From an optimization exercise on the open Yosys and OpenROAD flow, aimed at small area, a short achievable clock period and few clock cycles; shortcuts taken in it are not production practice.
Where RTL was checked, it was by simulation tests only, not by an equivalence proof against the original.
The RTL of runs 2 and 4 was laid out without a check of its function.
No driver is modelled on the clock port, so clocking that relies on it looks cheaper here than on a real chip.
Power and IR drop assume default switching activity.

File: flow/flow/run.sh
#!/bin/bash
set -euo pipefail
ARGS="BUFFER_PORTS_ARGS=-buffer_cell sky130_fd_sc_hd__buf_1"
R=orfs/results/sky130hd/mul_accel_top/base
bash standard.sh "$ARGS" cts > flow_make_cts.log 2>&1
SKEW_DB=$R/4_cts.odb SKEW_SDC=$R/4_cts.sdc SKEW_OUT=$R/4_cts.odb \
  SKEW_DLY=sky130_fd_sc_hd__clkdlybuf4s18_1 SKEW_DRV=sky130_fd_sc_hd__clkbuf_8 \
  openroad -no_init -exit flow/skew.tcl > skew.log 2>&1
bash standard.sh "$ARGS" finish > flow_make_finish.log 2>&1
File: flow/flow/skew.tcl
# Useful skew for the multiplier: delay the clock of the result register c_q, where the
# multiplier's register-to-register paths end. Each group of c_q flip-flops on one clock
# leaf net gets its own delay buffer between the leaf net and their clock pins.
read_liberty $::env(FLOW_HOME)/platforms/sky130hd/lib/sky130_fd_sc_hd__tt_025C_1v80.lib
read_db $::env(SKEW_DB)
read_sdc $::env(SKEW_SDC)
set_propagated_clock [all_clocks]
source $::env(FLOW_HOME)/platforms/sky130hd/setRC.tcl
estimate_parasitics -placement
puts "before:"
report_checks -path_delay max -to [get_pins -hierarchical c_q*/D] -format end
report_checks -path_delay max -from [get_pins -hierarchical c_q*/CLK] -format end
set block [ord::get_db_block]
set dly_master [[ord::get_db] findMaster $::env(SKEW_DLY)]
set drv_master [[ord::get_db] findMaster $::env(SKEW_DRV)]
array set groups {}
foreach inst [$block getInsts] {
  if {[regexp {^c_q\\\[} [$inst getName]]} {
    set net [[$inst findITerm CLK] getNet]
    lappend groups([$net getName]) $inst
  }
}
set k 0
foreach netname [lsort [array names groups]] {
  set net [$block findNet $netname]
  # delay cell, then a clock buffer that drives the flip-flops with a sharp edge
  set dly [odb::dbInst_create $block $dly_master skew_dly_$k]
  set mid [odb::dbNet_create $block skew_mid_$k]
  $mid setSigType CLOCK
  set buf [odb::dbInst_create $block $drv_master skew_buf_$k]
  set nn [odb::dbNet_create $block skew_net_$k]
  $nn setSigType CLOCK
  [$dly findITerm A] connect $net
  [$dly findITerm X] connect $mid
  [$buf findITerm A] connect $mid
  [$buf findITerm X] connect $nn
  set sx 0; set sy 0; set c 0
  foreach inst $groups($netname) {
    set it [$inst findITerm CLK]
    $it disconnect
    $it connect $nn
    set bb [$inst getBBox]
    set sx [expr {$sx + [$bb xMin]}]; set sy [expr {$sy + [$bb yMin]}]; incr c
  }
  $buf setLocation [expr {$sx / $c}] [expr {$sy / $c}]
  $buf setPlacementStatus PLACED
  $dly setLocation [expr {$sx / $c}] [expr {$sy / $c}]
  $dly setPlacementStatus PLACED
  puts "skew_buf_$k on $netname drives $c flip-flops"
  incr k
}
global_connect
detailed_placement
check_placement -verbose
estimate_parasitics -placement
puts "after:"
report_checks -path_delay max -to [get_pins -hierarchical c_q*/D] -format end
report_checks -path_delay max -from [get_pins -hierarchical c_q*/CLK] -format end
report_checks -path_delay min -to [get_pins -hierarchical c_q*/D] -format end
report_check_types -max_slew -max_capacitance
foreach p [get_pins -hierarchical c_q*/CLK] { report_slews $p }
write_db $::env(SKEW_OUT)
File: flow/standard.sh
#!/bin/bash
# synth_recipe.tcl (not shown) runs the flow's synth.tcl, then flattens the netlist and writes it again
# the make line also repeats each setting of config.mk as NAME=value (left out here)
make -C /OpenROAD-flow-scripts/flow DESIGN_CONFIG=/design/flow/config.mk WORK_HOME=/design/flow/orfs CLKGATE_MAP_FILE= SYNTH_SCRIPT=/design/flow/synth_recipe.tcl "${@:-finish}"
File: flow/config.mk
export PLATFORM = sky130hd
export DESIGN_NAME = mul_accel_top
export DESIGN_NICKNAME = mul_accel_top
export VERILOG_FILES = /design/flow/design.v
export SDC_FILE = /design/flow/constraint.sdc
export NUM_CORES = 4
export LEC_CHECK = 0
export CAP_MARGIN = 20
export CORE_MARGIN = 8
export CORE_UTILIZATION = 40
export CTS_BUF_LIST = sky130_fd_sc_hd__clkbuf_16
export CTS_CLUSTER_DIAMETER = 100
export CTS_CLUSTER_SIZE = 20
export PLACE_DENSITY = 0.6
export SETUP_SLACK_MARGIN = 4
export SLEW_MARGIN = 20
File: flow/constraint.sdc
create_clock -name core_clock -period 8.0 [get_ports {clk_i}]
set_input_delay 1.6000 -clock core_clock [delete_from_list [all_inputs] [get_ports {clk_i}]]
set_output_delay 1.6000 -clock core_clock [all_outputs]
set_load 0.01 [all_outputs]
File: flow/design.v
package mul_accel_pkg;
  typedef logic [31:0] word_t;
  typedef logic [31:0] addr_t;
  typedef logic [15:0] operand_t;
  typedef logic [3:0]  shift_t;
  typedef enum logic [2:0] {IDLE, RD_A, WT_A, RD_B, WT_B, FEED, DRAIN, WR_C} stream_state_e;
  localparam addr_t CsrShift  = 32'd0;
  localparam addr_t CsrCommit = 32'd1;
  localparam addr_t CsrCount  = 32'd2;
  localparam addr_t CsrBaseA  = 32'd0;
  localparam addr_t CsrBaseB  = 32'd1;
  localparam addr_t CsrBaseC  = 32'd2;
  localparam addr_t CsrLength = 32'd3;
  localparam addr_t CsrStart  = 32'd4;
  localparam addr_t CsrStatus = 32'd5;
endpackage
module mul_step (
  input  logic [15:0] a,
  input  logic [17:0] t,
  input  logic [2:0]  sel1,
  input  logic [2:0]  sel2,
  input  logic [2:0]  sel3,
  input  logic [2:0]  sel4,
  input  logic [1:0]  neg,
  input  logic [15:0] addend,
  output logic [23:0] msum
);
  logic w1, w2, w3, w4, w5, w6, w7, w8, w9, w10, w11, w12, w13, w14, w15, w16, w17, w18, w19, w20, w21, w22, w23, w24, w25, w26, w27, w28, w29, w30, w31, w32, w33, w34, w35, w36, w37, w38, w39, w40, w41, w42, w43, w44, w45, w46, w47, w48, w49, w50, w51, w52, w53, w54, w55, w56, w57, w58, w59, w60, w61, w62, w63, w64, w65, w66, w67, w68, w69, w70, w71, w72, w73, w74, w75, w76, w77, w78, w79, w80, w81, w82, w83, w84, w85, w86, w87, w88, w89, w90, w91, w92, w93, w94, w95, w96, w97, w98, w99, w100, w101, w102, w103, w104, w105, w106, w107, w108, w109, w110, w111, w112, w113, w114, w115, w116, w117, w118, w119, w120, w121, w122, w123, w124, w125, w126, w127, w128, w129, w130, w131, w132, w133, w134, w135, w136, w137, w138, w139, w140, w141, w142, w143, w144;
  logic [23:0] ra, rb;
  assign w1 = ((sel1[0] & a[0]) | (sel3[0] & t[0])) ^ neg[0];
  assign w2 = ((sel1[0] & a[1]) | (sel2[0] & a[0]) | (sel3[0] & t[1])) ^ neg[0];
  assign w3 = ((sel1[0] & a[2]) | (sel2[0] & a[1]) | (sel3[0] & t[2]) | (sel4[0] & a[0])) ^ neg[0];
  assign w4 = ((sel1[0] & a[3]) | (sel2[0] & a[2]) | (sel3[0] & t[3]) | (sel4[0] & a[1])) ^ neg[0];
  assign w5 = ((sel1[0] & a[4]) | (sel2[0] & a[3]) | (sel3[0] & t[4]) | (sel4[0] & a[2])) ^ neg[0];
  assign w6 = ((sel1[0] & a[5]) | (sel2[0] & a[4]) | (sel3[0] & t[5]) | (sel4[0] & a[3])) ^ neg[0];
  assign w7 = ((sel1[0] & a[6]) | (sel2[0] & a[5]) | (sel3[0] & t[6]) | (sel4[0] & a[4])) ^ neg[0];
  assign w8 = ((sel1[0] & a[7]) | (sel2[0] & a[6]) | (sel3[0] & t[7]) | (sel4[0] & a[5])) ^ neg[0];
  assign w9 = ((sel1[0] & a[8]) | (sel2[0] & a[7]) | (sel3[0] & t[8]) | (sel4[0] & a[6])) ^ neg[0];
  assign w10 = ((sel1[0] & a[9]) | (sel2[0] & a[8]) | (sel3[0] & t[9]) | (sel4[0] & a[7])) ^ neg[0];
  assign w11 = ((sel1[0] & a[10]) | (sel2[0] & a[9]) | (sel3[0] & t[10]) | (sel4[0] & a[8])) ^ neg[0];
  assign w12 = ((sel1[0] & a[11]) | (sel2[0] & a[10]) | (sel3[0] & t[11]) | (sel4[0] & a[9])) ^ neg[0];
  assign w13 = ((sel1[0] & a[12]) | (sel2[0] & a[11]) | (sel3[0] & t[12]) | (sel4[0] & a[10])) ^ neg[0];
  assign w14 = ((sel1[0] & a[13]) | (sel2[0] & a[12]) | (sel3[0] & t[13]) | (sel4[0] & a[11])) ^ neg[0];
  assign w15 = ((sel1[0] & a[14]) | (sel2[0] & a[13]) | (sel3[0] & t[14]) | (sel4[0] & a[12])) ^ neg[0];
  assign w16 = ((sel1[0] & a[15]) | (sel2[0] & a[14]) | (sel3[0] & t[15]) | (sel4[0] & a[13])) ^ neg[0];
  assign w17 = ((sel2[0] & a[15]) | (sel3[0] & t[16]) | (sel4[0] & a[14])) ^ neg[0];
  assign w18 = ((sel3[0] & t[17]) | (sel4[0] & a[15])) ^ neg[0];
  assign w19 = ((sel1[1] & a[0]) | (sel3[1] & t[0])) ^ neg[1];
  assign w20 = ((sel1[1] & a[1]) | (sel2[1] & a[0]) | (sel3[1] & t[1])) ^ neg[1];
  assign w21 = ((sel1[1] & a[2]) | (sel2[1] & a[1]) | (sel3[1] & t[2]) | (sel4[1] & a[0])) ^ neg[1];
  assign w22 = ((sel1[1] & a[3]) | (sel2[1] & a[2]) | (sel3[1] & t[3]) | (sel4[1] & a[1])) ^ neg[1];
  assign w23 = ((sel1[1] & a[4]) | (sel2[1] & a[3]) | (sel3[1] & t[4]) | (sel4[1] & a[2])) ^ neg[1];
  assign w24 = ((sel1[1] & a[5]) | (sel2[1] & a[4]) | (sel3[1] & t[5]) | (sel4[1] & a[3])) ^ neg[1];
  assign w25 = ((sel1[1] & a[6]) | (sel2[1] & a[5]) | (sel3[1] & t[6]) | (sel4[1] & a[4])) ^ neg[1];
  assign w26 = ((sel1[1] & a[7]) | (sel2[1] & a[6]) | (sel3[1] & t[7]) | (sel4[1] & a[5])) ^ neg[1];
  assign w27 = ((sel1[1] & a[8]) | (sel2[1] & a[7]) | (sel3[1] & t[8]) | (sel4[1] & a[6])) ^ neg[1];
  assign w28 = ((sel1[1] & a[9]) | (sel2[1] & a[8]) | (sel3[1] & t[9]) | (sel4[1] & a[7])) ^ neg[1];
  assign w29 = ((sel1[1] & a[10]) | (sel2[1] & a[9]) | (sel3[1] & t[10]) | (sel4[1] & a[8])) ^ neg[1];
  assign w30 = ((sel1[1] & a[11]) | (sel2[1] & a[10]) | (sel3[1] & t[11]) | (sel4[1] & a[9])) ^ neg[1];
  assign w31 = ((sel1[1] & a[12]) | (sel2[1] & a[11]) | (sel3[1] & t[12]) | (sel4[1] & a[10])) ^ neg[1];
  assign w32 = ((sel1[1] & a[13]) | (sel2[1] & a[12]) | (sel3[1] & t[13]) | (sel4[1] & a[11])) ^ neg[1];
  assign w33 = ((sel1[1] & a[14]) | (sel2[1] & a[13]) | (sel3[1] & t[14]) | (sel4[1] & a[12])) ^ neg[1];
  assign w34 = ((sel1[1] & a[15]) | (sel2[1] & a[14]) | (sel3[1] & t[15]) | (sel4[1] & a[13])) ^ neg[1];
  assign w35 = ((sel2[1] & a[15]) | (sel3[1] & t[16]) | (sel4[1] & a[14])) ^ neg[1];
  assign w36 = ((sel3[1] & t[17]) | (sel4[1] & a[15])) ^ neg[1];
  assign w37 = (sel1[2] & a[0]) | (sel3[2] & t[0]);
  assign w38 = (sel1[2] & a[1]) | (sel2[2] & a[0]) | (sel3[2] & t[1]);
  assign w39 = (sel1[2] & a[2]) | (sel2[2] & a[1]) | (sel3[2] & t[2]) | (sel4[2] & a[0]);
  assign w40 = (sel1[2] & a[3]) | (sel2[2] & a[2]) | (sel3[2] & t[3]) | (sel4[2] & a[1]);
  assign w41 = (sel1[2] & a[4]) | (sel2[2] & a[3]) | (sel3[2] & t[4]) | (sel4[2] & a[2]);
  assign w42 = (sel1[2] & a[5]) | (sel2[2] & a[4]) | (sel3[2] & t[5]) | (sel4[2] & a[3]);
  assign w43 = (sel1[2] & a[6]) | (sel2[2] & a[5]) | (sel3[2] & t[6]) | (sel4[2] & a[4]);
  assign w44 = (sel1[2] & a[7]) | (sel2[2] & a[6]) | (sel3[2] & t[7]) | (sel4[2] & a[5]);
  assign w45 = (sel1[2] & a[8]) | (sel2[2] & a[7]) | (sel3[2] & t[8]) | (sel4[2] & a[6]);
  assign w46 = (sel1[2] & a[9]) | (sel2[2] & a[8]) | (sel3[2] & t[9]) | (sel4[2] & a[7]);
  assign w47 = (sel1[2] & a[10]) | (sel2[2] & a[9]) | (sel3[2] & t[10]) | (sel4[2] & a[8]);
  assign w48 = (sel1[2] & a[11]) | (sel2[2] & a[10]) | (sel3[2] & t[11]) | (sel4[2] & a[9]);
  assign w49 = (sel1[2] & a[12]) | (sel2[2] & a[11]) | (sel3[2] & t[12]) | (sel4[2] & a[10]);
  assign w50 = (sel1[2] & a[13]) | (sel2[2] & a[12]) | (sel3[2] & t[13]) | (sel4[2] & a[11]);
  assign w51 = (sel1[2] & a[14]) | (sel2[2] & a[13]) | (sel3[2] & t[14]) | (sel4[2] & a[12]);
  assign w52 = (sel1[2] & a[15]) | (sel2[2] & a[14]) | (sel3[2] & t[15]) | (sel4[2] & a[13]);
  assign w53 = (sel2[2] & a[15]) | (sel3[2] & t[16]) | (sel4[2] & a[14]);
  assign w54 = (sel3[2] & t[17]) | (sel4[2] & a[15]);
  assign w55 = w4 ^ w19;
  assign w56 = w4 & w19;
  assign w57 = w5 ^ w20;
  assign w58 = w5 & w20;
  assign w59 = w6 ^ w21;
  assign w60 = w6 & w21;
  assign w61 = w7 ^ w22 ^ w37;
  assign w62 = (w7 & w22) | (w7 & w37) | (w22 & w37);
  assign w63 = w8 ^ w23 ^ w38;
  assign w64 = (w8 & w23) | (w8 & w38) | (w23 & w38);
  assign w65 = w9 ^ w24 ^ w39;
  assign w66 = (w9 & w24) | (w9 & w39) | (w24 & w39);
  assign w67 = w10 ^ w25 ^ w40;
  assign w68 = (w10 & w25) | (w10 & w40) | (w25 & w40);
  assign w69 = w11 ^ w26 ^ w41;
  assign w70 = (w11 & w26) | (w11 & w41) | (w26 & w41);
  assign w71 = w12 ^ w27 ^ w42;
  assign w72 = (w12 & w27) | (w12 & w42) | (w27 & w42);
  assign w73 = w13 ^ w28 ^ w43;
  assign w74 = (w13 & w28) | (w13 & w43) | (w28 & w43);
  assign w75 = w14 ^ w29 ^ w44;
  assign w76 = (w14 & w29) | (w14 & w44) | (w29 & w44);
  assign w77 = w15 ^ w30 ^ w45;
  assign w78 = (w15 & w30) | (w15 & w45) | (w30 & w45);
  assign w79 = w16 ^ w31 ^ w46;
  assign w80 = (w16 & w31) | (w16 & w46) | (w31 & w46);
  assign w81 = w17 ^ w32;
  assign w82 = w17 & w32;
  assign w83 = w18 ^ w33;
  assign w84 = w18 & w33;
  assign w85 = neg[0] ^ w34;
  assign w86 = neg[0] & w34;
  assign w87 = neg[0] ^ w35;
  assign w88 = neg[0] & w35;
  assign w89 = neg[0] ^ w36;
  assign w90 = neg[0] & w36;
  assign w91 = neg[0] ^ neg[1];
  assign w92 = neg[0] & neg[1];
  assign w93 = neg[0] ^ neg[1];
  assign w94 = neg[0] & neg[1];
  assign w95 = neg[0] ^ neg[1];
  assign w96 = neg[0] & neg[1];
  assign w97 = w1 ^ neg[0];
  assign w98 = w1 & neg[0];
  assign w99 = w2 ^ addend[1];
  assign w100 = w2 & addend[1];
  assign w101 = w3 ^ addend[2];
  assign w102 = w3 & addend[2];
  assign w103 = w55 ^ neg[1] ^ addend[3];
  assign w104 = (w55 & neg[1]) | (w55 & addend[3]) | (neg[1] & addend[3]);
  assign w105 = w56 ^ w57 ^ addend[4];
  assign w106 = (w56 & w57) | (w56 & addend[4]) | (w57 & addend[4]);
  assign w107 = w58 ^ w59 ^ addend[5];
  assign w108 = (w58 & w59) | (w58 & addend[5]) | (w59 & addend[5]);
  assign w109 = w60 ^ w61 ^ addend[6];
  assign w110 = (w60 & w61) | (w60 & addend[6]) | (w61 & addend[6]);
  assign w111 = w62 ^ w63 ^ addend[7];
  assign w112 = (w62 & w63) | (w62 & addend[7]) | (w63 & addend[7]);
  assign w113 = w64 ^ w65 ^ addend[8];
  assign w114 = (w64 & w65) | (w64 & addend[8]) | (w65 & addend[8]);
  assign w115 = w66 ^ w67 ^ addend[9];
  assign w116 = (w66 & w67) | (w66 & addend[9]) | (w67 & addend[9]);
  assign w117 = w68 ^ w69 ^ addend[10];
  assign w118 = (w68 & w69) | (w68 & addend[10]) | (w69 & addend[10]);
  assign w119 = w70 ^ w71 ^ addend[11];
  assign w120 = (w70 & w71) | (w70 & addend[11]) | (w71 & addend[11]);
  assign w121 = w72 ^ w73 ^ addend[12];
  assign w122 = (w72 & w73) | (w72 & addend[12]) | (w73 & addend[12]);
  assign w123 = w74 ^ w75 ^ addend[13];
  assign w124 = (w74 & w75) | (w74 & addend[13]) | (w75 & addend[13]);
  assign w125 = w76 ^ w77 ^ addend[14];
  assign w126 = (w76 & w77) | (w76 & addend[14]) | (w77 & addend[14]);
  assign w127 = w78 ^ w79 ^ addend[15];
  assign w128 = (w78 & w79) | (w78 & addend[15]) | (w79 & addend[15]);
  assign w129 = w80 ^ w81 ^ w47;
  assign w130 = (w80 & w81) | (w80 & w47) | (w81 & w47);
  assign w131 = w82 ^ w83 ^ w48;
  assign w132 = (w82 & w83) | (w82 & w48) | (w83 & w48);
  assign w133 = w84 ^ w85 ^ w49;
  assign w134 = (w84 & w85) | (w84 & w49) | (w85 & w49);
  assign w135 = w86 ^ w87 ^ w50;
  assign w136 = (w86 & w87) | (w86 & w50) | (w87 & w50);
  assign w137 = w88 ^ w89 ^ w51;
  assign w138 = (w88 & w89) | (w88 & w51) | (w89 & w51);
  assign w139 = w90 ^ w91 ^ w52;
  assign w140 = (w90 & w91) | (w90 & w52) | (w91 & w52);
  assign w141 = w92 ^ w93 ^ w53;
  assign w142 = (w92 & w93) | (w92 & w53) | (w93 & w53);
  assign w143 = w94 ^ w95 ^ w54;
  assign w144 = (w94 & w95) | (w94 & w54) | (w95 & w54);
  assign ra = {w142, w140, w138, w136, w134, w132, w130, w128, w126, w124, w122, w120, w118, w116, w114, w112, w110, w108, w106, w104, w102, w100, w98, w97};
  assign rb = {w143, w141, w139, w137, w135, w133, w131, w129, w127, w125, w123, w121, w119, w117, w115, w113, w111, w109, w107, w105, w103, w101, w99, addend[0]};
  assign msum = ra + rb;
endmodule
module mul_accel_top #(
  parameter int unsigned StreamerCsrNum = 6
) (
  input  logic  clk_i,
  input  logic  rst_n_i,
  input  mul_accel_pkg::addr_t csr_req_addr_i,
  input  mul_accel_pkg::word_t csr_req_data_i,
  input  logic  csr_req_write_i,
  input  logic  csr_req_valid_i,
  output logic  csr_req_ready_o,
  output mul_accel_pkg::word_t csr_rsp_data_o,
  output logic  csr_rsp_valid_o,
  input  logic  csr_rsp_ready_i,
  output mul_accel_pkg::addr_t tcdm_addr_o,
  output mul_accel_pkg::word_t tcdm_wdata_o,
  output logic  tcdm_write_o,
  output logic  tcdm_req_o,
  input  logic  tcdm_gnt_i,
  input  mul_accel_pkg::word_t tcdm_rdata_i,
  input  logic  tcdm_rvalid_i
);
  logic [31:0] base_a_q, base_b_q, base_c_q, len_q, count_q;
  logic [3:0]  shift_q;
  logic [3:0]  shl_q, shh_q;
  logic        rsp_valid_q;
  logic [6:0]  rsel_q;
  logic        st_a_q, st_b_q, st_c_q, st_t_q;
  logic        first_q, last_q;
  logic [31:0] idx_q;
  logic [31:0] addr_q;
  logic        ga_q, gb_q, s1_q, s2_q, cv_q;
  logic [15:0] a_q;
  logic [31:0] c_q;
  logic busy;
  assign busy = st_a_q | st_b_q | st_c_q | st_t_q;
  logic       req_fire, wr, hi_zero;
  logic [3:0] a4;
  logic       start;
  assign req_fire = csr_req_valid_i & ~rsp_valid_q;
  assign wr       = req_fire & csr_req_write_i;
  assign hi_zero  = csr_req_addr_i[31:4] == '0;
  assign a4       = csr_req_addr_i[3:0];
  assign start    = wr & hi_zero & (a4 == 4'd4) & ~busy & (len_q != '0);
  logic [6:0] rsel_d;
  logic       rd;
  assign rd = ~csr_req_write_i & hi_zero;
  assign rsel_d = {rd & (a4 == 4'd5) & busy, rd & (a4 == 4'd6), rd & (a4 == 4'd8),
                   rd & (a4 == 4'd3), rd & (a4 == 4'd2), rd & (a4 == 4'd1), rd & (a4 == 4'd0)};
  always_ff @(posedge clk_i or negedge rst_n_i) begin
    if (!rst_n_i) begin
      rsp_valid_q <= 1'b0;
    end else if (req_fire) begin
      rsp_valid_q <= 1'b1;
    end else if (csr_rsp_ready_i) begin
      rsp_valid_q <= 1'b0;
    end
  end
  always_ff @(posedge clk_i or negedge rst_n_i) begin
    if (!rst_n_i) begin
      cpend_q <= 1'b0;
    end else if (req_fire) begin
      cpend_q <= rsel_d[4];
    end else if (csr_rsp_ready_i) begin
      cpend_q <= 1'b0;
    end
  end
  always_ff @(posedge clk_i) begin
    if (req_fire) rsel_q <= rsel_d;
  end
  assign csr_rsp_data_o = ({32{rsel_q[0]}} & base_a_q) | ({32{rsel_q[1]}} & base_b_q) |
                          ({32{rsel_q[2]}} & base_c_q) | ({32{rsel_q[3]}} & len_q) |
                          ({32{rsel_q[4]}} & count_q) | ({32{rsel_q[5]}} & {28'd0, shift_q}) |
                          {31'd0, rsel_q[6]};
  assign csr_req_ready_o = ~rsp_valid_q;
  assign csr_rsp_valid_o = rsp_valid_q;
  always_ff @(posedge clk_i or negedge rst_n_i) begin
    if (!rst_n_i) begin
      base_a_q <= '0;
      base_b_q <= '0;
      base_c_q <= '0;
      len_q    <= '0;
      shift_q  <= '0;
      shl_q    <= 4'b0001;
      shh_q    <= 4'b0001;
    end else begin
      if (wr && hi_zero && !busy) begin
        if (a4 == 4'd0) base_a_q <= csr_req_data_i;
        if (a4 == 4'd1) base_b_q <= csr_req_data_i;
        if (a4 == 4'd2) base_c_q <= csr_req_data_i;
        if (a4 == 4'd3) len_q    <= csr_req_data_i;
        if (a4 == 4'd7) begin
          shl_q <= 4'b0001 << shift_q[1:0];
          shh_q <= 4'b0001 << shift_q[3:2];
        end
      end
      if (wr && hi_zero && a4 == 4'd6) shift_q <= csr_req_data_i[3:0];
    end
  end
  logic gnt_a, gnt_b, gnt_c, adv_c, done;
  assign gnt_a = st_a_q & tcdm_gnt_i;
  assign gnt_b = st_b_q & tcdm_gnt_i;
  assign gnt_c = req_c & tcdm_gnt_i;
  assign adv_c = st_c_q & (first_q | gnt_c);
  assign done  = st_t_q & gnt_c;
  logic cnt_pend, cnt_hold, creq_q, dfr_q, req_c, cpend_q;
  assign cnt_pend = cpend_q;
  assign cnt_hold = cnt_pend | dfr_q;
  assign req_c    = (st_c_q | st_t_q) & cv_q & (creq_q | ~cnt_hold);
  always_ff @(posedge clk_i or negedge rst_n_i) begin
    if (!rst_n_i) begin
      count_q <= '0;
      creq_q  <= 1'b0;
      dfr_q   <= 1'b0;
    end else begin
      creq_q <= req_c & ~tcdm_gnt_i;
      if (!cnt_pend && (gnt_c || dfr_q)) begin
        count_q <= count_q + 32'd1;
        dfr_q   <= 1'b0;
      end else if (gnt_c) begin
        dfr_q   <= 1'b1;
      end
    end
  end
  function automatic logic sum_eq(input logic [31:0] x, input logic [31:0] y, input logic [31:0] k);
    logic ok;
    logic c;
    ok = 1'b1;
    c  = 1'b0;
    for (int i = 0; i < 32; i++) begin
      ok = ok & ((x[i] ^ y[i] ^ k[i]) == c);
      c  = (x[i] & y[i]) | ((x[i] ^ y[i]) & ~k[i]);
    end
    sum_eq = ok;
  endfunction
  logic [31:0] nbase;
  logic        ncin;
  logic [32:0] nsum;
  always_comb begin
    if (st_a_q) begin
      nbase = base_b_q;  ncin = 1'b1;
    end else if (st_b_q || (st_c_q && last_q)) begin
      nbase = base_c_q;  ncin = 1'b0;
    end else begin
      nbase = base_a_q;  ncin = 1'b1;
    end
  end
  assign nsum = {nbase, ncin} + {idx_q, 1'b1};
  always_ff @(posedge clk_i or negedge rst_n_i) begin
    if (!rst_n_i) begin
      st_a_q  <= 1'b0;
      st_b_q  <= 1'b0;
      st_c_q  <= 1'b0;
      st_t_q  <= 1'b0;
      first_q <= 1'b0;
      last_q  <= 1'b0;
      ga_q    <= 1'b0;
      gb_q    <= 1'b0;
      s1_q    <= 1'b0;
      s2_q    <= 1'b0;
      cv_q    <= 1'b0;
    end else begin
      ga_q <= gnt_a;
      gb_q <= gnt_b;
      if (start) begin
        st_a_q  <= 1'b1;
        first_q <= 1'b1;
      end
      if (gnt_a) begin
        st_a_q <= 1'b0;
        st_b_q <= 1'b1;
      end
      if (gnt_b) begin
        st_b_q <= 1'b0;
        st_c_q <= 1'b1;
        last_q <= sum_eq(idx_q, 32'd2, len_q);
      end
      if (adv_c) begin
        st_c_q  <= 1'b0;
        first_q <= 1'b0;
        if (last_q) st_t_q <= 1'b1;
        else        st_a_q <= 1'b1;
      end
      if (done) begin
        st_t_q <= 1'b0;
      end
      if (gb_q) s1_q <= 1'b1;
      else if (!cv_q) s1_q <= 1'b0;
      s2_q <= s1_q & ~cv_q;
      if (s2_q) cv_q <= 1'b1;
      else if (gnt_c) cv_q <= 1'b0;
    end
  end
  always_ff @(posedge clk_i) begin
    if (!busy) idx_q <= '1;
    else if (gnt_b) idx_q <= idx_q + 32'd1;
  end
  always_ff @(posedge clk_i) begin
    if (start | gnt_a | gnt_b | adv_c) addr_q <= nsum[32:1];
  end
  assign tcdm_req_o   = st_a_q | st_b_q | req_c;
  assign tcdm_write_o = st_c_q | st_t_q;
  assign tcdm_addr_o  = addr_q;
  logic        s1_fire;
  logic [7:0]  bhi_q;
  logic [17:0] t_q;
  logic [2:0]  sel1_q, sel2_q, sel3_q, sel4_q;
  logic [1:0]  neg_q;
  logic [7:0]  nbyte;
  logic [15:0] addend;
  logic [23:0] msum;
  assign s1_fire = s1_q & ~cv_q;
  assign nbyte   = gb_q ? tcdm_rdata_i[7:0] : bhi_q;
  assign addend  = s2_q ? c_q[31:16] : 16'd0;
  mul_step i_mul_step (
    .a      ( a_q    ),
    .t      ( t_q    ),
    .sel1   ( sel1_q ),
    .sel2   ( sel2_q ),
    .sel3   ( sel3_q ),
    .sel4   ( sel4_q ),
    .neg    ( neg_q  ),
    .addend ( addend ),
    .msum   ( msum   )
  );
  logic [2:0] sel1_d, sel2_d, sel3_d, sel4_d;
  logic [1:0] neg_d;
  logic       ld_enc;
  always_comb begin
    for (int i = 0; i < 3; i++) begin
      logic x0, x1, x2, x3;
      logic [2:0] sum, mag;
      x0 = (i == 0) ? 1'b0 : nbyte[3*i-1];
      x1 = nbyte[3*i];
      x2 = nbyte[3*i+1];
      x3 = (i == 2) ? 1'b0 : nbyte[3*i+2];
      sum = {1'b0, x2, 1'b0} + {2'b00, x1} + {2'b00, x0};
      mag = x3 ? 3'd4 - sum : sum;
      sel1_d[i] = mag == 3'd1;
      sel2_d[i] = mag == 3'd2;
      sel3_d[i] = mag == 3'd3;
      sel4_d[i] = mag == 3'd4;
      if (i < 2) neg_d[i] = x3;
    end
  end
  assign ld_enc = gb_q | s1_fire;
  always_ff @(posedge clk_i) begin
    if (ga_q) begin
      a_q <= tcdm_rdata_i[15:0];
      t_q <= {2'b00, tcdm_rdata_i[15:0]} + {1'b0, tcdm_rdata_i[15:0], 1'b0};
    end
    if (ld_enc) begin
      sel1_q <= sel1_d;
      sel2_q <= sel2_d;
      sel3_q <= sel3_d;
      sel4_q <= sel4_d;
      neg_q  <= neg_d;
    end
  end
  always_ff @(posedge clk_i) begin
    if (gb_q) bhi_q <= tcdm_rdata_i[15:8];
    if (s1_fire | s2_q) c_q[31:8] <= msum;
    if (s2_q) c_q[7:0] <= c_q[15:8];
  end
  logic [31:0] shl_c;
  always_comb begin
    for (int i = 0; i < 32; i++) begin
      shl_c[i] = 1'b0;
      tcdm_wdata_o[i] = 1'b0;
    end
    for (int i = 0; i < 32; i++)
      for (int k = 0; k < 4; k++)
        if (i + k < 32) shl_c[i] = shl_c[i] | (shl_q[k] & c_q[i+k]);
    for (int i = 0; i < 32; i++)
      for (int k = 0; k < 4; k++)
        if (i + 4 * k < 32) tcdm_wdata_o[i] = tcdm_wdata_o[i] | (shh_q[k] & shl_c[i+4*k]);
  end
endmodule
==> results.json, run 1 <==
{
  "status": "finished clean",
  "synth_cell_type_count": 84,
  "synth-edff-count": 126,
  "fin_area_um2": 25030,
  "worst_pin_slew_ps": 996.2,
  "pre_cts_slack_ps": 2942,
  "crit_buf_inv": 2,
  "slew_violations": 0,
  "synth.top_cell.area_share_pct": 20.94,
  "synth_seq_cells": 345,
  "peakVddDrop_mv": 0.1439,
  "cts_hold_buf": 0,
  "worst-path-max-fanout": 5,
  "synthTopCellsByArea": "dfrtp_1 21%, edfxtp_1 17%, ha_1 7.0%, mux2_2 5.6%, xnor2_1 5.2%",
  "io_buffers": 185,
  "yosysMostFrequentCell": "nand2_1",
  "netlist_instances": 2120,
  "hold_ws_ps": 486.7,
  "routed_wl_mm": 63.42,
  "core_um2": 54880,
  "ys.flop_type": "dfrtp_1",
  "final.period_utilization_pct": 49.37,
  "fmax_mhz": 253.2,
  "crit_family": "compound AO/OA/AOI/OAI gates",
  "reg2regPathDepth": 13,
  "ioPinCount": 203,
  "hold_path.class": "reg2reg",
  "cp_cell_sequence": "a22oi_1 -> nand2_1 -> a222oi_1 -> inv_1 -> buf_1",
  "routedWlPerCell_um": 21.08,
  "power.density_nw_per_um2": 125.9,
  "vias": 17570,
  "numCtsBuffers": 21,
  "antenna_found_initial": 4,
  "clock_sinks": 345,
  "drtIter0Drc": 1595,
  "n_fill_cell": 5164,
  "end_kind": "primary output",
  "worst_r2r_startpoint": "st_c_q",
  "relSlewSlack_pct": 32.89,
  "die_x_um": 251.1,
  "multiInputGateArea_um2": 12560,
  "clkTransAtPathRegs_ps": 80,
  "initial_core_util_pct": 40.28,
  "arrival_ps": 2350,
  "setup_violations": 0,
  "cpPeakStageDelay_ps": 510,
  "met1_usage_pct": 29.26,
  "nets": 2544,
  "syn_to_final_growth_pct": 13.23,
  "r2r_slack_ps": 4100,
  "grt_max_degree": 188,
  "grt.overflow.total": 0,
  "placed_cell_area_um2": 23420,
  "cts_root_buf": "clkbuf_16",
  "grt.met3_usage_pct": 2.788,
  "yosysWarnings": 1,
  "crit_required_ps": 6400,
  "grt_setup_unrepaired": "yes",
  "drc": 0,
  "syn_nets": 2377,
  "cap_violations": 0,
  "final_layout_size_suffix_gt1_share_pct": 15.27,
  "synth_area_um2": 22110,
  "leakage_uw": 0.01060,
  "h-tree-depth": 1,
  "synthArstFlopShare_pct": 54.20,
  "min_delay_path_depth": 1,
  "num_rows": 86,
  "final-seq-area_um2": 9115,
  "seq_area_frac_synth_pct": 41.19,
  "viasPerCell": 5.841,
  "avgSynthCellArea_um2": 10.43,
  "chipHeight_um": 251.1,
  "ys_top_cells_by_count": "229 x nand2_1, 185 x dfrtp_1, 152 x a22oi_1, 131 x xnor2_1, 126 x edfxtp_1",
  "cts_tree": "built",
  "cts_buffer_depth": 3,
  "worstHoldStart": "count_q[31]",
  "final_util_pct": 45.61,
  "dpl.hpwl_mm": 45.68,
  "grt.busiest_layer": "met1",
  "grt_first_pass_wirelength_mm": 99.06,
  "critPathLaunchType": "register",
  "grt_use_total_pct": 19.33,
  "r2r_end": "addr_q[25]",
  "finClkSkew_ps": 376.7,
  "finalHoldViolCount": 0,
  "use_met2_pct": 28.61,
  "fin_setup_tns_ps": 0,
  "period_minus_slack_ps": 3950,
  "die-area_um2": 63040,
  "min_to": "count_q[31]",
  "globalplace.congestion": 0.8770,
  "drt_first_pass_iters": 8,
  "synth_top_cell_by_area": "dfrtp_1",
  "drt.antenna.violating_nets": 0,
  "insertion_delay_ps": 890,
  "slowest_stage": "edfxtp_1",
  "path_class": "reg2out",
  "first_global_vias": 17218,
  "fin_ws_ps": 4050
}
[flip-flops by register name, indices dropped and copies added, names as in the netlist, 4 cells and up]
register,flops
rsel_q,7
a_q,15
t_q,18
bhi_q,8
shift_q,4
base_c_q,32
count_q,32
c_q,32
shl_q,4
idx_q,32
len_q,32
shh_q,4
base_b_q,32
addr_q,32
base_a_q,32
[worst max-delay path by stage]
| stage | slack (ps) | depth (start not counted) | end | from |
|---|---|---|---|---|
| detailed placement | 2940 | 14 | c_q[31] | neg_q[0] |
| CTS | 3710 | 17 | c_q[31] | sel3_q[0] |
| floorplan | 3960 | 17 | c_q[28] | sel3_q[0] |
| global placement | 2920 | 14 | c_q[31] | neg_q[0] |
| finish | 4050 | 5 | tcdm_wdata_o[22] | c_q[29] |
| global route | 3930 | 5 | tcdm_wdata_o[22] | c_q[22] |
[final cells by class]
class                           instances  share of cell area [%]
Clock buffer                           21                   2.099
Tap cell                              704                   3.519
Multi-Input combinational cell       1544                   50.18
Antenna cell                            5                 0.04999
Sequential cell                       345                   36.41
Clock inverter                         14                  0.2599
Inverter                              107                   1.635
Timing Repair Buffer                  260                   5.458
Buffer                                  8                  0.3799
[where the power goes]
| part | internal, uW | leakage, uW | total, uW | switching [uW] |
|---|---|---|---|---|
| sequential | 1830 | 0.00410 | 1830 | 2.64 |
| combinational | 44.9 | 0.00612 | 145 | 100 |
| clock | 550 | 0.000376 | 1170 | 624 |
[stage by stage]
step	power, uW	std cells
final	3150	3008
after global routing	3268	3005
after CTS	3103	2978
after detailed placement	2011	2901
after global placement	2007	2901
after floorplan	1935	2120
[cell families (layout without fill, tap and decap cells)]
| kind of cell | count (synthesis) | in the layout | share of synthesized area [%] |
|---|---|---|---|
| buffers and inverters | 231 | 410 | 4.115 |
| xor gates and xnor gates | 187 | 187 | 7.409 |
| and+or+nand+nor | 501 | 501 | 10.91 |
| muxes | 174 | 174 | 9.180 |
| AOI/OAI and AO/OA | 526 | 526 | 17.33 |
| adders and majority gates | 156 | 156 | 9.860 |
| other | 0 | 5 | 0 |
| DFF | 345 | 345 | 41.19 |
[per-layer routing]
metal  vias up  part of all wire, %
met5         -                0.020
met4         2                  1.9
met3        80                  6.3
met2       608                   43
met1      8666                   49
li1       8214                    -
[cells in the final DEF, fill, tap and decap left out, drive strengths merged, types with 38 or more instances in the layout]
master / synthesis / final
buf: 20 / 259
xor2: 56 / 56
dfrtp: 185 / 185
mux2: 140 / 140
a21oi: 76 / 76
nand2: 230 / 230
o21ai: 88 / 88
a22oi: 153 / 153
a22o: 41 / 41
nand3: 41 / 41
xnor2: 131 / 131
nor2: 65 / 65
edfxtp: 126 / 126
a222oi: 38 / 38
ha: 123 / 123
inv: 106 / 118
[timing repair]
| item | in CTS | in global routing |
|---|---|---|
| setup endpoints to repair | 57 | 42 |
| resized for setup | 42 | 52 |
| pin swaps | 17 | 24 |
| buffers inserted | 42 | 16 |
Testbench counts, summed over its fixed seeds: cycles 11,462.
==> run 2: changes to the inputs <==
--- a/flow/design.v
+++ b/flow/design.v
@@ -217,7 +217,7 @@
   assign wr       = req_fire & csr_req_write_i;
   assign hi_zero  = csr_req_addr_i[31:4] == '0;
   assign a4       = csr_req_addr_i[3:0];
-  assign start    = wr & hi_zero & (a4 == 4'd4) & ~busy & (len_q != '0);
+  assign start    = wr & hi_zero & (a4 == 4'd4) & ~busy & vl_q & (len_q != '0);
   logic [6:0] rsel_d;
   logic       rd;
   assign rd = ~csr_req_write_i & hi_zero;
@@ -250,21 +250,41 @@
                           {31'd0, rsel_q[6]};
   assign csr_req_ready_o = ~rsp_valid_q;
   assign csr_rsp_valid_o = rsp_valid_q;
+  logic        va_q, vb_q, vc_q, vl_q;
+  logic [31:0] wdata_z;
+  logic        wr_ok, wr_a, wr_b, wr_c, wr_l;
+  assign wr_ok   = wr & hi_zero & ~busy;
+  assign wr_a    = wr_ok & (a4 == 4'd0);
+  assign wr_b    = wr_ok & (a4 == 4'd1);
+  assign wr_c    = wr_ok & (a4 == 4'd2);
+  assign wr_l    = wr_ok & (a4 == 4'd3);
+  assign wdata_z = csr_req_data_i & {32{wr}};
+  always_ff @(posedge clk_i) begin
+    if (wr_a || (!va_q && !wr)) base_a_q <= wdata_z;
+    if (wr_b || (!vb_q && !wr)) base_b_q <= wdata_z;
+    if (wr_c || (!vc_q && !wr)) base_c_q <= wdata_z;
+    if (wr_l || (!vl_q && !wr)) len_q    <= wdata_z;
+  end
+  always_ff @(posedge clk_i or negedge rst_n_i) begin
+    if (!rst_n_i) begin
+      va_q <= 1'b0;
+      vb_q <= 1'b0;
+      vc_q <= 1'b0;
+      vl_q <= 1'b0;
+    end else begin
+      if (wr_a || !wr) va_q <= 1'b1;
+      if (wr_b || !wr) vb_q <= 1'b1;
+      if (wr_c || !wr) vc_q <= 1'b1;
+      if (wr_l || !wr) vl_q <= 1'b1;
+    end
+  end
   always_ff @(posedge clk_i or negedge rst_n_i) begin
     if (!rst_n_i) begin
-      base_a_q <= '0;
-      base_b_q <= '0;
-      base_c_q <= '0;
-      len_q    <= '0;
       shift_q  <= '0;
       shl_q    <= 4'b0001;
       shh_q    <= 4'b0001;
     end else begin
       if (wr && hi_zero && !busy) begin
-        if (a4 == 4'd0) base_a_q <= csr_req_data_i;
-        if (a4 == 4'd1) base_b_q <= csr_req_data_i;
-        if (a4 == 4'd2) base_c_q <= csr_req_data_i;
-        if (a4 == 4'd3) len_q    <= csr_req_data_i;
         if (a4 == 4'd7) begin
           shl_q <= 4'b0001 << shift_q[1:0];
           shh_q <= 4'b0001 << shift_q[3:2];
==> results.json, run 2 <==
{
  "cts_buffer_depth": 3,
  "core_um2": 54660,
  "critPathLaunchType": "register",
  "die-area_um2": 62710,
  "final_util_pct": 45.24,
  "synth-edff-count": 254,
  "final.period_utilization_pct": 49.12,
  "fin_setup_tns_ps": 0,
  "grt.overflow.total": 0,
  "avgSynthCellArea_um2": 10.47,
  "nets": 2510,
  "dpl.hpwl_mm": 45.43,
  "yosysMostFrequentCell": "edfxtp_1",
  "drc": 0,
  "grt_first_pass_wirelength_mm": 96.81,
  "status": "finished clean",
  "final-seq-area_um2": 9858,
  "power.density_nw_per_um2": 412.3,
  "seq_area_frac_synth_pct": 44.80,
  "h-tree-depth": 1,
  "final_cells": 2974,
  "synthArstFlopShare_pct": 18.05,
  "initial_core_util_pct": 40.21,
  "cts_root_buf": "clkbuf_16",
  "end_kind": "register",
  "drtIter0Drc": 1919,
  "setup_violations": 0,
  "cts_tree": "built",
  "relSlewSlack_pct": 32.64,
  "chipHeight_um": 250.4,
  "path_class": "reg2reg",
  "synthTopCellsByArea": "edfxtp_1 35%, ha_1 7.0%, dfrtp_1 6.9%, a22oi_1 5.2%, xnor2_1 4.9%",
  "grt_max_degree": 64,
  "syn_to_final_growth_pct": 12.51,
  "fmax_mhz": 254.5,
  "viasPerCell": 5.871,
  "netlist_instances": 2100,
  "final_cell_mix": "254 x edfxtp_1, 239 x nand2_1, 184 x buf_1",
  "globalplace.congestion": 0.8887,
  "grt_setup_unrepaired": "yes",
  "drt_first_pass_iters": 9,
  "ioPinCount": 203,
  "first_global_vias": 16866,
  "yosysWarnings": 1,
  "slew_violations": 0,
  "leakage_uw": 0.009696,
  "multiInputGateArea_um2": 11490,
  "worst-path-max-fanout": 18,
  "ys_top_cells_by_count": "254 x edfxtp_1, 244 x nand2_1, 152 x a22oi_1, 123 x ha_1, 122 x xnor2_1",
  "peakVddDrop_mv": 0.3741,
  "finalHoldViolCount": 0,
  "antenna_found_initial": 6,
  "finClkSkew_ps": 368.3,
  "clock_sinks": 349,
  "crit_required_ps": 8340,
  "synth_area_um2": 21980,
  "numCtsBuffers": 22,
  "routed_wl_mm": 63.11,
  "ys.flop_type": "edfxtp_1",
  "clkTransAtPathRegs_ps": 90,
  "period_minus_slack_ps": 3929,
  "worst_pin_slew_ps": 1010,
  "arrival_ps": 4270,
  "synth.top_cell.area_share_pct": 34.70,
  "synth_top_cell_by_area": "edfxtp_1",
  "routedWlPerCell_um": 21.22,
  "num_rows": 86,
  "synth_seq_cells": 349,
  "syn_nets": 2357,
  "n_fill_cell": 5132,
  "grt_use_total_pct": 19.24,
  "cap_violations": 0,
  "final_common_cell": "edfxtp_1",
  "die_x_um": 250.4,
  "hold_path.class": "reg2reg",
  "io_buffers": 185,
  "vias": 17461,
  "synth_cell_type_count": 94,
  "drt.antenna.violating_nets": 0,
  "insertion_delay_ps": 880,
  "dp.cells": 2875,
  "final_layout_size_suffix_gt1_share_pct": 8.021
}
[run 2: cell count changes in the layout (fill, tap and decap cells not counted), moves of 8 or more]
cell / delta
xnor2_1: -8
nand2_1: +17
dfrtp_1: -124
inv_1: +10
a21o_1: +14
xor2_1: +9
nand2b_1: +12
mux2_4: -30
and3_1: +35
mux2_2: -98
nor2_1: -10
edfxtp_1: +128
[run 2: path summary, 6_finish.rpt]
check / start / end / slack (ps) / cells past startpoint
setup / recovery: last_q / addr_q[30] / 4070 / 12
hold / removal: count_q[31] / count_q[31] / 490 / 1
setup reg to reg: last_q / addr_q[30] / 4070 / 12
hold reg to reg: count_q[31] / count_q[31] / 490 / 1
max in group asynchronous: rst_n_i / st_a_q / 6000 / 1
min in group asynchronous: rst_n_i / count_q[28] / 1180 / 1
[run 2: routing by layer]
metal	up-vias	wire length [um]	track usage (%)
li1	8191	-	-
met1	8478	28850	28.07
met2	719	27720	29.35
met3	65	5230	3.400
met4	8	1257	4.672
met5	-	54	0
[run 2: repair_timing]
item | CTS | global route
gates cloned | 0 | 1
hold buffers | 0 | 0
setup buffers | 37 | 10
pin swaps | 6 | 1
gates resized for setup | 25 | 16
setup endpoints to repair | 40 | 34
[run 2: layout make-up]
class	instances	share of cell area [%]
multi-input cells	1508	46.45
well taps	704	3.562
clock inverters	17	0.3491
flip-flops and latches	349	39.87
plain buffers	10	0.4807
diodes	1	0.01012
repair buffers	251	5.267
clock buffers	23	2.327
inverters	111	1.685
[run 2: worst max-delay path: stages (launching register included)]
cell	delay, ps
dfrtp_1	500
a21oi_4	230
buf_12	220
mux2i_1	90
o21ai_0	580
ha_1	450
a211oi_1	290
o211ai_1	180
a221oi_1	270
o21ai_0	190
or3b_2	470
mux2i_1	140
nor2_1	70
[run 2: report_power, final]
part | total, uW | internal, uW | switching [uW]
registers | 2940 | 2590 | 355
clock network | 1260 | 613 | 650
logic | 5990 | 2580 | 3410
total | 10200 | 5780 | 4420
[run 2: cells by family (layout without fill, tap and decap cells)]
family,after synthesis,count (layout),share of synthesized area [%]
XOR/XNOR,187,187,7.451
AND/OR/NAND/NOR,560,560,12.64
adder cells (fa/ha/maj),156,156,9.922
multiplexers,52,52,2.436
flip-flops,349,349,44.80
other,0,1,0
AO/OA/AOI/OAI,553,553,18.56
buffers and inverters,243,412,4.195
[run 2: per-stage QoR]
step / setup slack, ps / total power [uW] / instance area, um2 / hold slack [ps]
floorplan: 3140 / 7370 / 22090 / 436.9
global placement: 3355 / 8566 / 23340 / 464.4
detailed placement: 3318 / 8654 / 23340 / 470.3
CTS: 3911 / 10030 / 24470 / 482.0
global route: 3952 / 11020 / 24730 / 497.8
finish: 4071 / 10200 / 24730 / 485.8
==> run 3: changes to the inputs <==
--- a/flow/design.v
+++ b/flow/design.v
@@ -205,7 +205,7 @@
   logic        first_q, last_q;
   logic [31:0] idx_q;
   logic [31:0] addr_q;
-  logic        ga_q, gb_q, s1_q, s2_q, cv_q;
+  logic        ga_q, ga2_q, gb_q, s1_q, s2_q, cv_q;
   logic [15:0] a_q;
   logic [31:0] c_q;
   logic busy;
@@ -351,12 +351,14 @@
       first_q <= 1'b0;
       last_q  <= 1'b0;
       ga_q    <= 1'b0;
+      ga2_q   <= 1'b0;
       gb_q    <= 1'b0;
       s1_q    <= 1'b0;
       s2_q    <= 1'b0;
       cv_q    <= 1'b0;
     end else begin
       ga_q <= gnt_a;
+      ga2_q <= ga_q;
       gb_q <= gnt_b;
       if (start) begin
         st_a_q  <= 1'b1;
@@ -441,10 +443,8 @@
   end
   assign ld_enc = gb_q | s1_fire;
   always_ff @(posedge clk_i) begin
-    if (ga_q) begin
-      a_q <= tcdm_rdata_i[15:0];
-      t_q <= {2'b00, tcdm_rdata_i[15:0]} + {1'b0, tcdm_rdata_i[15:0], 1'b0};
-    end
+    if (ga_q) a_q <= tcdm_rdata_i[15:0];
+    if (ga2_q) t_q <= {2'b00, a_q} + {1'b0, a_q, 1'b0};
     if (ld_enc) begin
       sel1_q <= sel1_d;
       sel2_q <= sel2_d;
==> results.json, run 3 <==
{
  "status": "finished clean",
  "viasPerCell": 5.849,
  "syn_nets": 2341,
  "worst_r2r_startpoint": "st_b_q",
  "dpl.hpwl_mm": 45.36,
  "power.density_nw_per_um2": 131.4,
  "relSlewSlack_pct": 36.19,
  "setup_violations": 0,
  "num_rows": 85,
  "finClkSkew_ps": 374.1,
  "cp_cell_sequence": "a22oi_1 -> nand2_2 -> a222oi_1 -> inv_1 -> buf_1",
  "avgSynthCellArea_um2": 10.50,
  "cpPeakStageDelay_ps": 490,
  "synthArstFlopShare_pct": 18.23,
  "ioPinCount": 203,
  "clock_sinks": 351,
  "num_antenna_cells": 0,
  "period_minus_slack_ps": 3935,
  "crit_required_ps": 6400,
  "combPwrFrac_pct": 3.5,
  "yosysMostFrequentCell": "edfxtp_1",
  "drc": 0,
  "antenna_found_initial": 0,
  "first_global_vias": 17264,
  "drtIter0Drc": 1521,
  "clockPowerShare_pct": 37.4,
  "grt_first_pass_wirelength_mm": 99.37,
  "yosysWarnings": 1,
  "h-tree-depth": 1,
  "globalplace.congestion": 0.8787,
  "fin_setup_tns_ps": 0,
  "routedWlPerCell_um": 21.29,
  "hold_ws_ps": 481.2,
  "cts_root_buf": "clkbuf_16",
  "worst_pin_slew_ps": 957.1,
  "end_kind": "primary output",
  "cts_hold_buf": 0,
  "chipHeight_um": 249.9,
  "hold_path.class": "reg2reg",
  "worstHoldStart": "count_q[31]",
  "synth_area_um2": 21880,
  "peakVddDrop_mv": 0.1529,
  "clkTransAtPathRegs_ps": 110,
  "final.period_utilization_pct": 49.19,
  "synth_top_cell_by_area": "edfxtp_1",
  "p_int_uw": 2571,
  "initial_core_util_pct": 40.57,
  "netlist_instances": 2084,
  "sw_frac_of_total_pct": 21.78,
  "die_x_um": 249.9,
  "drt_first_pass_iters": 6,
  "crit_start": "c_q[22]",
  "synth_cell_type_count": 83,
  "worst-path-max-fanout": 5,
  "fmax_mhz": 254.1,
  "grt.overflow.total": 0,
  "io_buffers": 185,
  "ys_top_cells_by_count": "255 x edfxtp_1, 233 x nand2_1, 157 x a22oi_1, 123 x ha_1, 120 x xnor2_1",
  "grt_setup_unrepaired": "yes",
  "seq_area_frac_synth_pct": 45.26,
  "final_common_cell": "edfxtp_1",
  "drt.antenna.violating_nets": 0,
  "synth_seq_cells": 351,
  "slew_violations": 0,
  "n_fill_cell": 4972,
  "cts_tree": "built",
  "cap_violations": 0,
  "insertion_delay_ps": 900,
  "leakage_uw": 0.009641,
  "ys.flop_type": "edfxtp_1",
  "final_layout_size_suffix_gt1_share_pct": 10.14,
  "power.switching_uw": 715.9,
  "numCtsBuffers": 22,
  "arrival_ps": 2330,
  "grt_max_degree": 65,
  "vias": 17447,
  "finalHoldViolCount": 0,
  "routed_wl_mm": 63.50,
  "path_class": "reg2out",
  "core_um2": 53920,
  "slowest_stage": "edfxtp_1",
  "grt_use_total_pct": 19.65,
  "syn_to_final_growth_pct": 14.36,
  "critPathLaunchType": "register",
  "synthTopCellsByArea": "edfxtp_1 35%, dfrtp_1 7.1%, ha_1 7.0%, a22oi_1 5.4%, xnor2_1 4.8%",
  "cts_buffer_depth": 3,
  "seq_power_share_pct": 59.1,
  "synth-edff-count": 255,
  "finalPower_uw": 3287,
  "die-area_um2": 62430,
  "nets": 2528,
  "synth.top_cell.area_share_pct": 35.00,
  "final_cell_mix": "255 x edfxtp_1, 226 x nand2_1, 183 x buf_1"
}
[run 3: area by class of cell]
cell class                      count  area, um2  share of cell area (%)
Sequential cell                   351       9911                   39.62
Inverter                          111      420.4                   1.681
Tap cell                          696      870.8                   3.481
Buffer                              8      95.09                  0.3801
Timing Repair Buffer              284       1590                   6.357
Multi-Input combinational cell   1493      11460                   45.82
Clock inverter                     17      91.34                  0.3651
Clock buffer                       23      575.6                   2.301
[run 3: logic make-up (layout without fill, tap and decap cells)]
logic type	count (synthesis)	after routing	share of synthesized area [%]
buffers and inverters	240	443	4.198
AND/OR/NAND/NOR	564	564	12.82
multiplexers	50	50	2.368
XOR/XNOR	185	185	7.407
adder cells (fa/ha/maj)	156	156	9.963
flip-flops	351	351	45.26
AO/OA/AOI/OAI	538	538	17.98
[run 3: per-layer routing]
metal  up-vias  track usage [%]  wire (um)
met3        68            2.619       4188
met4         0            4.031       1123
li1       8201                -          -
met1      8570            27.48      28700
met5         -                0          0
met2       608            32.35      29480
[run 3: what timing repair did]
| action | CTS | global route |
|---|---|---|
| gates resized for setup | 47 | 22 |
| pin swaps | 17 | 5 |
| setup endpoints to repair | 32 | 68 |
| buffers inserted | 75 | 9 |
[run 3: power groups by stage]
stage | Combinational [uW] | Sequential (uW) | Clock, uW
2_1_floorplan | 49.6 | 1980 | 0
3_3_place_gp | 112 | 1980 | 0
3_5_place_dp | 114 | 1980 | 0
4_1_cts | 114 | 1940 | 1170
5_1_grt | 123 | 1940 | 1320
6_report | 114 | 1940 | 1230
[run 3: final timing paths]
path | depth (start not counted) | slack, ps | end
hold / removal | 1 | 480 | count_q[31]
setup reg to reg | 12 | 4160 | addr_q[24]
setup / recovery | 5 | 4070 | tcdm_wdata_o[20]
min in group asynchronous | 2 | 1260 | count_q[23]
hold reg to reg | 1 | 480 | count_q[31]
max in group asynchronous | 2 | 5990 | shl_q[1]
[run 3: metrics by stage]
| step | setup WS (ps) | instance area [um2] | instances | util (%) |
|---|---|---|---|---|
| after detailed placement | 3098 | 23210 | 2851 | 43.04 |
| after global placement | 3173 | 23210 | 2851 | 43.04 |
| final | 4065 | 25020 | 2983 | 46.40 |
| after floorplan | 3839 | 22030 | 2084 | - |
| after CTS | 3876 | 24780 | 2966 | 45.96 |
| after global routing | 3917 | 25020 | 2983 | 46.40 |
[run 3: critical path: cells and delay by family, from the launching register on]
kind	cells	cell delay, ps
simple gates	1	140
buf+inv	2	200
flops	1	490
compound gates	2	610
Testbench counts of run 3, summed over its fixed seeds: cycles 11,462.
==> run 4: changes to the inputs <==
--- a/flow/design.v
+++ b/flow/design.v
@@ -241,8 +241,9 @@
       cpend_q <= 1'b0;
     end
   end
-  always_ff @(posedge clk_i) begin
-    if (req_fire) rsel_q <= rsel_d;
+  always_ff @(posedge clk_i or negedge rst_n_i) begin
+    if (!rst_n_i) rsel_q <= '0;
+    else if (req_fire) rsel_q <= rsel_d;
   end
   assign csr_rsp_data_o = ({32{rsel_q[0]}} & base_a_q) | ({32{rsel_q[1]}} & base_b_q) |
                           ({32{rsel_q[2]}} & base_c_q) | ({32{rsel_q[3]}} & len_q) |
@@ -332,13 +333,26 @@
   logic [31:0] nbase;
   logic        ncin;
   logic [32:0] nsum;
-  always_comb begin
-    if (st_a_q) begin
-      nbase = base_b_q;  ncin = 1'b1;
-    end else if (st_b_q || (st_c_q && last_q)) begin
-      nbase = base_c_q;  ncin = 1'b0;
+  logic ta_q, tc_q, last_d;
+  assign last_d = sum_eq(idx_q, 32'd2, len_q);
+  assign nbase  = ({32{ta_q}} & base_a_q) | ({32{st_a_q}} & base_b_q) | ({32{tc_q}} & base_c_q);
+  assign ncin   = ta_q | st_a_q;
+  always_ff @(posedge clk_i or negedge rst_n_i) begin
+    if (!rst_n_i) begin
+      ta_q <= 1'b1;
+      tc_q <= 1'b0;
     end else begin
-      nbase = base_a_q;  ncin = 1'b1;
+      if (start | gnt_a | adv_c) ta_q <= 1'b0;
+      if (start | adv_c) tc_q <= 1'b0;
+      if (gnt_a) tc_q <= 1'b1;
+      if (gnt_b) begin
+        ta_q <= ~last_d;
+        tc_q <= last_d;
+      end
+      if (done) begin
+        ta_q <= 1'b1;
+        tc_q <= 1'b0;
+      end
     end
   end
   assign nsum = {nbase, ncin} + {idx_q, 1'b1};
@@ -371,7 +385,7 @@
       if (gnt_b) begin
         st_b_q <= 1'b0;
         st_c_q <= 1'b1;
-        last_q <= sum_eq(idx_q, 32'd2, len_q);
+        last_q <= last_d;
       end
       if (adv_c) begin
         st_c_q  <= 1'b0;
@@ -442,7 +456,16 @@
     end
   end
   assign ld_enc = gb_q | s1_fire;
-  always_ff @(posedge clk_i) begin
+  always_ff @(posedge clk_i or negedge rst_n_i) begin
+    if (!rst_n_i) begin
+      a_q    <= '0;
+      t_q    <= '0;
+      sel1_q <= '0;
+      sel2_q <= '0;
+      sel3_q <= '0;
+      sel4_q <= '0;
+      neg_q  <= '0;
+    end else begin
     if (ga_q) a_q <= tcdm_rdata_i[15:0];
     if (ga2_q) t_q <= {2'b00, a_q} + {1'b0, a_q, 1'b0};
     if (ld_enc) begin
@@ -452,6 +475,7 @@
       sel4_q <= sel4_d;
       neg_q  <= neg_d;
     end
+    end
   end
   always_ff @(posedge clk_i) begin
     if (gb_q) bhi_q <= tcdm_rdata_i[15:8];
==> results.json, run 4 <==
{
  "status": "finished clean",
  "globalplace.congestion": 0.8539,
  "first_global_vias": 17075,
  "final-seq-area_um2": 9721,
  "crit_cells": 5,
  "final_layout_size_suffix_gt1_share_pct": 12.36,
  "die-area_um2": 62100,
  "syn_nets": 2335,
  "leakage_uw": 0.01006,
  "avgSynthCellArea_um2": 10.47,
  "crit_required_ps": 6400,
  "sw_frac_of_total_pct": 22.03,
  "ys_top_cells_by_count": "222 x nand2_1, 200 x edfxtp_1, 155 x a22oi_1, 139 x inv_1, 130 x xnor2_1",
  "initial_core_util_pct": 40.42,
  "drt_first_pass_iters": 10,
  "relSlewSlack_pct": 37.51,
  "drc": 0,
  "n_fill_cell": 5023,
  "worst_r2r_startpoint": "sel4_q[1]",
  "numCtsBuffers": 23,
  "crit_buf_inv": 2,
  "insertion_delay_ps": 930,
  "num_rows": 85,
  "worst_pin_slew_ps": 937.4,
  "viasPerCell": 5.854,
  "yosysWarnings": 1,
  "yosysMostFrequentCell": "nand2_1",
  "grt_use_total_pct": 19.47,
  "r2r_slack_ps": 4100,
  "h-tree-depth": 1,
  "final.period_utilization_pct": 50.08,
  "peakVddDrop_mv": 0.1320,
  "combPwrFrac_pct": 1.7,
  "r2r_end": "c_q[29]",
  "fmax_mhz": 249.6,
  "grt.overflow.total": 0,
  "drt.antenna.violating_nets": 0,
  "finalHoldViolCount": 0,
  "dpl.hpwl_mm": 45.51,
  "power.density_nw_per_um2": 133.5,
  "worst-path-max-fanout": 5,
  "grt_first_pass_wirelength_mm": 97.82,
  "synth_seq_cells": 353,
  "multiInputGateArea_um2": 11570,
  "synth-edff-count": 200,
  "critPathLaunchType": "register",
  "dp.cells": 2850,
  "clkTransAtPathRegs_ps": 120,
  "drtIter0Drc": 1693,
  "final_common_cell": "nand2_1",
  "final_cells": 2945,
  "io_buffers": 185,
  "cpPeakStageDelay_ps": 540,
  "path_class": "reg2out",
  "fin_setup_tns_ps": 0,
  "slowest_stage": "edfxtp_1",
  "grt_setup_unrepaired": "yes",
  "crit_family": "compound AO/OA/AOI/OAI gates",
  "clock_sinks": 353,
  "cap_violations": 0,
  "reg2regPathDepth": 16,
  "seq_power_share_pct": 58.0,
  "antenna_found_initial": 0,
  "final_cell_mix": "214 x nand2_1, 200 x edfxtp_1, 182 x buf_1",
  "clockPowerShare_pct": 40.3,
  "ys.flop_type": "edfxtp_1",
  "vias": 17241,
  "hold_path.class": "reg2reg",
  "crit_start": "c_q[23]",
  "cts_root_buf": "clkbuf_16",
  "p_int_uw": 2571,
  "syn_to_final_growth_pct": 13.59,
  "num_antenna_cells": 0,
  "min_delay_path_depth": 1,
  "cp-endpoint": "tcdm_wdata_o[22]",
  "cts_tree": "built",
  "synthArstFlopShare_pct": 34.28,
  "ioPinCount": 203,
  "grt_max_degree": 67,
  "end_kind": "primary output",
  "die_x_um": 249.2,
  "synthTopCellsByArea": "edfxtp_1 28%, dfrtp_1 14%, ha_1 7.1%, a22oi_1 5.3%, xnor2_1 5.2%",
  "seq_area_frac_synth_pct": 44.49,
  "nets": 2489,
  "routed_wl_mm": 63.36,
  "cp_cell_sequence": "a22oi_1 -> nand2_2 -> a222oi_1 -> inv_1 -> buf_1",
  "synth_top_cell_by_area": "edfxtp_1",
  "power.switching_uw": 726.5,
  "cts_buffer_depth": 3,
  "setup_violations": 0,
  "slew_violations": 0,
  "synth_area_um2": 21750,
  "finClkSkew_ps": 395.2,
  "core_um2": 53810,
  "synth.top_cell.area_share_pct": 27.61,
  "hold_ws_ps": 481.2,
  "chipHeight_um": 249.2,
  "netlist_instances": 2078,
  "period_minus_slack_ps": 4007,
  "synth_cell_type_count": 90,
  "arrival_ps": 2410,
  "routedWlPerCell_um": 21.51
}
==> run 4: cell count changes after synthesis, moves of 11 or more <==
cell	previous run	this run
o21ai_0	81	62
and2_1	15	40
inv_1	111	139
dfrtp_1	62	118
a222oi_1	38	70
xor2_1	65	52
mux2_2	13	36
nand2_1	233	222
mux2i_1	36	8
nand4_1	30	16
and3_1	61	25
edfxtp_1	255	200
==> run 4: metrics by stage <==
step,total power [uW],setup WS [ps],instance area (um2),utilization [%]
2_1_floorplan,1969,3946,21990,-
3_3_place_gp,2008,3121,23120,42.97
3_5_place_dp,2010,3067,23120,42.97
4_1_cts,3251,3816,24280,45.12
5_1_grt,3406,3838,24710,45.91
6_report,3297,3993,24710,45.91
==> run 4: what timing repair did <==
| item | CTS | global route |
|---|---|---|
| resized for setup | 53 | 54 |
| buffers inserted | 30 | 15 |
| pin swaps | 21 | 34 |
| hold buffers | 0 | 0 |
| endpoints found under the setup margin | 40 | 76 |
==> run 4: logic make-up (layout without fill, tap and decap cells) <==
family          Yosys count  after routing  synth area share (%)
compound gates          544            544                 19.19
xor+xnor                182            182                 7.328
fa+ha+maj               156            156                 10.02
buf+inv                 266            437                 4.613
flops                   353            353                 44.49
mux                      44             44                 2.232
simple gates            533            533                 12.12
==> run 4: worst min-delay path by stage <==
| stage | start | to |
|---|---|---|
| 5_1_grt | vc_q | vc_q |
| 3_3_place_gp | s1_q | s1_q |
| 4_1_cts | s1_q | s1_q |
| 2_1_floorplan | ga_q | ga2_q |
| 3_5_place_dp | s1_q | s1_q |
| 6_report | s1_q | s1_q |
==> run 4: power groups by stage <==
stage                     logic [uW]  registers [uW]  clock network, uW
final                           56.3            1910               1330
after global placement          54.9            1950                  0
after global routing            63.2            1910               1430
after floorplan                 15.2            1950                  0
after detailed placement        56.8            1950                  0
after CTS                       57.0            1910               1280
==> run 4: per-layer routing <==
metal	track usage [%]	vias up	routed length, um
met5	0	-	0
met4	5.185	0	1203
met3	4.224	81	5627
met2	29.53	730	27700
met1	27.85	8365	28830
li1	-	8065	-
==> run 4: final cells by class <==
class	count	share of cell area, %
Timing Repair Buffer	247	4.836
Clock buffer	23	2.329
Clock inverter	19	0.6026
Multi-Input combinational cell	1459	46.82
Tap cell	696	3.525
Buffer	8	0.3849
Sequential cell	353	39.34
Inverter	140	2.157

[afterwards: timing with drivers on the ports]
How much do the figures lean on ideal ports? The routed layouts below were timed once more, with nothing changed but the port constraints. Step 1: set_driving_cell puts a clkbuf_16 on clk_i and a buf_2 on each other input, an assumption about the parent block. Step 2, shift: input delay + t, output delay - t, t = (earliest + latest rising clock arrival at the registers) / 2. This alone moves slack from input paths to output paths. Slacks: ideal ports / drivers / drivers and shift; pairs: ideal ports / drivers.
| run | t, ns | setup slack, ns | hold WS [ns] | clock arrival spread, ns |
|---|---|---|---|---|
| run 1 | 0.756 | 4.050 / 3.996 / 3.514 | 0.487 / 0.487 / 0.487 | 0.384 / 0.384 |
| run 2 | 0.747 | 4.071 / 4.038 / 3.457 | 0.486 / 0.486 / 0.486 | 0.394 / 0.394 |
| run 3 | 0.758 | 4.065 / 4.007 / 3.670 | 0.481 / 0.481 / 0.481 | 0.394 / 0.393 |
| run 4 | 0.782 | 3.993 / 3.938 / 3.581 | 0.481 / 0.481 / 0.481 | 0.416 / 0.416 |
In every run listed the clock reaches the registers at very different times; t lies between them, and the last value is a rough guide only. The setup slack of run 2, which loses most, moves by -0.033 ns with the drivers and by -0.614 ns with both steps.
